This design comes from an exercise in tuning for small area on the open sky130 flow, not from production work.
Function was checked by simulation only, so behaviour that the tests miss may differ from the original.
Power is estimated from default activity; no workload was simulated. The clock port is modelled as an ideal driver; clocking choices that lean on that would not hold on a real chip.

Setup of red:
Design vec_dot_loader, start of the top module:
module vec_dot_loader #(
  parameter int unsigned EXP_WIDTH = 8,
  parameter int unsigned MAN_WIDTH = 23,
  parameter int          BIAS      = -127,
  parameter int unsigned VEC_SIZE  = 17,
  localparam int unsigned FloatWidth = 1 + EXP_WIDTH + MAN_WIDTH,
  localparam int unsigned VecWidth   = VEC_SIZE * FloatWidth,
  localparam int unsigned CountWidth = $clog2(VEC_SIZE + 1),
  localparam int unsigned IdxWidth   = (VEC_SIZE > 1) ? $clog2(VEC_SIZE) : 1
) (
  input  logic                  clk_i,
  input  logic                  rst_ni,
  input  logic                  in_valid_i,
  output logic                  in_ready_o,
  input  logic [FloatWidth-1:0] in_lhs_i,
  input  logic [FloatWidth-1:0] in_rhs_i,
  input  logic                  in_last_i,
  output logic                  out_valid_o,
  input  logic                  out_ready_i,
  output logic [VecWidth-1:0]   out_lhs_o,
  output logic [VecWidth-1:0]   out_rhs_o,
  output logic [CountWidth-1:0] out_count_o
);
  if (BIAS > 0) begin : g_bias_positive
  end
  logic [VecWidth-1:0]   lhs0_nq, lhs1_nq, rhs0_nq, rhs1_nq;
  logic [CountWidth-1:0] cnt0_q, cnt1_q, cnt0_d, cnt1_d;
  logic [1:0]            full_q, full_d;
  logic                  wr_bank_q, rd_bank_q, rd_bank_d;
  logic [IdxWidth-1:0]   wr_idx_q;
  logic [VEC_SIZE-1:0]   nm0_q, nm1_q, nm0_d, nm1_d;
  logic accept, release_bank, finish;
  logic sel0, sel1, sel0_d, sel1_d;
  assign in_ready_o   = ~full_q[wr_bank_q];
  assign out_valid_o  = full_q[rd_bank_q];
  assign accept       = in_valid_i & in_ready_o;
  assign release_bank = out_valid_o & out_ready_i;
  assign finish       = accept & (in_last_i | (wr_idx_q == IdxWidth'(VEC_SIZE - 1)));
  assign sel0 = full_q[0] & ~rd_bank_q;
  assign sel1 = full_q[1] &  rd_bank_q;
  assign out_count_o = ({CountWidth{sel0}} & cnt0_q) | ({CountWidth{sel1}} & cnt1_q);
  always_comb begin
  ...
For scale: about 3900 cells after synthesis, about 2200 flip-flops, ~1200 I/O pins, ~76000 um^2 of cells after synthesis.
==> flow/config.mk <==
export PLATFORM = sky130hd
export DESIGN_NAME = vec_dot_loader
export DESIGN_NICKNAME = vec_dot_loader
export VERILOG_FILES = /design/flow/design.v
export SDC_FILE = /design/flow/constraint.sdc
export NUM_CORES = 4
export LEC_CHECK = 0
export ABC_AREA = 1
export CAP_MARGIN = 0
export CORE_MARGIN = 2
export CORE_UTILIZATION = 65
export SLEW_MARGIN = 0
==> flow/constraint.sdc <==
create_clock -name core_clock -period 6.0 [get_ports {clk_i}]
set_input_delay 1.2000 -clock core_clock [delete_from_list [all_inputs] [get_ports {clk_i}]]
set_output_delay 1.2000 -clock core_clock [all_outputs]
set_load 0.01 [all_outputs]
standard.sh (not shown) runs the stock make flow with config.mk's settings and CLKGATE_MAP_FILE= SYNTH_SCRIPT=/design/flow/synth_recipe.tcl, a recipe that flattens the netlist after the stock synthesis.
==> flow/flow/run.sh <==
#!/bin/bash
# Standard ORFS layout, with the port buffers made of the smallest buffer and a
# clock tree of small clock buffers without dummy loads.
set -euo pipefail
export BUFFER_PORTS_ARGS="-buffer_cell sky130_fd_sc_hd__buf_1"
export CTS_ARGS="-sink_clustering_enable -repair_clock_nets -dont_use_dummy_load -buf_list {sky130_fd_sc_hd__clkbuf_4 sky130_fd_sc_hd__clkbuf_8 sky130_fd_sc_hd__clkbuf_16} -sink_clustering_size 30 -sink_clustering_max_diameter 100"
bash standard.sh > standard.log 2>&1
Changes in blue relative to red:
--- a/flow/config.mk
+++ b/flow/config.mk
@@ -7,6 +7,7 @@
 export LEC_CHECK = 0
 export ABC_AREA = 1
-export CAP_MARGIN = 0
+export CAP_MARGIN = 10
 export CORE_MARGIN = 2
 export CORE_UTILIZATION = 65
-export SLEW_MARGIN = 0
+export PLACE_DENSITY = 0.85
+export SLEW_MARGIN = 10
==> comparison <==
Final checks on blue, whose flow otherwise completed, came back failing, citing antenna violations. Compared with red, in blue clock network area share closely matched the old numbers; xor and xnor fraction of the mapped netlist area level; sequential-to-total area share from yosys stat comparable; maximum clock frequency shrank by 7.1 MHz; met2 usage in global routing fell by 0.35 points. Compared blue vs red, and critical path depth is up in blue. Post-route clock period utilization in blue is 1.9 points above red. blue vs red — clock period minus final worst setup slack rose 0.12 ns. Changes observed in blue relative to red: total power went down about 1%; worst hold slack picked up an extra 0.0093 ns.
Here is what was changed in the inputs of green compared with blue.
--- a/flow/config.mk
+++ b/flow/config.mk
@@ -7,7 +7,8 @@
 export LEC_CHECK = 0
 export ABC_AREA = 1
-export CAP_MARGIN = 10
+export CAP_MARGIN = 0
 export CORE_MARGIN = 2
 export CORE_UTILIZATION = 65
-export PLACE_DENSITY = 0.85
-export SLEW_MARGIN = 10
+export GPL_ROUTABILITY_DRIVEN = 0
+export GPL_TIMING_DRIVEN = 0
+export SLEW_MARGIN = 0
[summary]
- A cell with the largest stage delay on the worst path of sky130_fd_sc_hd__clkbuf_1 is what green shows, while sky130_fd_sc_hd__nor2_4 belongs to blue.
- First-pass GRT wire length, green vs blue: down slightly
- The HPWL after detailed placement of green is higher than that of blue.
- Area of all placed cells without fillers: green and blue compared, lower one is blue
- green: all stages done; final checks FAILED (max-capacitance violations, max-slew violations).
- Power: green draws more than blue
- Of green and blue, the run reporting the lower sequential fraction of design power was green.
- Comparing green and blue, the lower number of global-route vias before repair was measured on green.
Setup changes, green to orange
==> flow/flow/run.sh <==
#!/bin/bash
# Standard ORFS layout, with the port buffers made of the smallest buffer and a
# clock tree of small clock buffers without dummy loads.
set -euo pipefail
export BUFFER_PORTS_ARGS="-buffer_cell sky130_fd_sc_hd__buf_1"
export CTS_ARGS="-sink_clustering_enable -repair_clock_nets -dont_use_dummy_load -buf_list {sky130_fd_sc_hd__clkbuf_16} -sink_clustering_size 50 -sink_clustering_max_diameter 50"
bash standard.sh > standard.log 2>&1
--- a/flow/config.mk
+++ b/flow/config.mk
@@ -10,5 +10,3 @@
 export CORE_MARGIN = 2
 export CORE_UTILIZATION = 65
-export GPL_ROUTABILITY_DRIVEN = 0
-export GPL_TIMING_DRIVEN = 0
 export SLEW_MARGIN = 0
The final layout from orange, which completed every stage, passed the timing, design-rule and antenna checks at the end of the flow. Summary of the comparison: total number of H-tree levels is higher in orange, relative to green. orange vs. green: part of the cycle the worst path needs went down by 8.2 points. Against green, orange comes in 0.078 ns higher on worst hold slack. Relative to green, detailed-router iteration count before antenna repair has gone up in orange. Taking green as the reference, in orange power after layout rose about 5.3%, wire length went up by 1900 um. The maximum clock frequency of orange is higher than that of green. [diff] final area, orange relative to green: improvement. Relative to green, the sequential share of layout area of orange is higher by 0.48 points.

## separate check: timing with driven ports
Ports are ideal in the flow. The routed layouts listed here were re-timed in OpenROAD.
Step 1 (the two cells are an assumption about what drives the block):
set clk [get_ports {clk_i}]
set_driving_cell -lib_cell sky130_fd_sc_hd__clkbuf_16 $clk
set_driving_cell -lib_cell sky130_fd_sc_hd__buf_2 [delete_from_list [all_inputs] $clk]
Step 2 adds t to the input delays and takes it off the output delays; t is the mean of the earliest and latest rising clock arrival at the registers after step 1. Input paths then give back, and output paths get back, about the clock's delay inside the block.
Slacks: ideal / step 1 / step 2; pairs: ideal / step 1.
| run | t (ns) | setup WS [ns] | pins driven straight from the clock port |
|---|---|---|---|
| red | 0.780 | 1.999 / 1.910 / 1.432 | 1 |
| blue | 0.764 | 1.882 / 1.833 / 1.164 | 1 |
| green | 0.776 | 1.456 / 1.372 / 1.455 | 1 |
| orange | 0.841 | 1.951 / 1.862 / 1.449 | 1 |
The setup slack of blue, which loses most, moves by -0.049 ns with the drivers and by -0.718 ns with both steps.
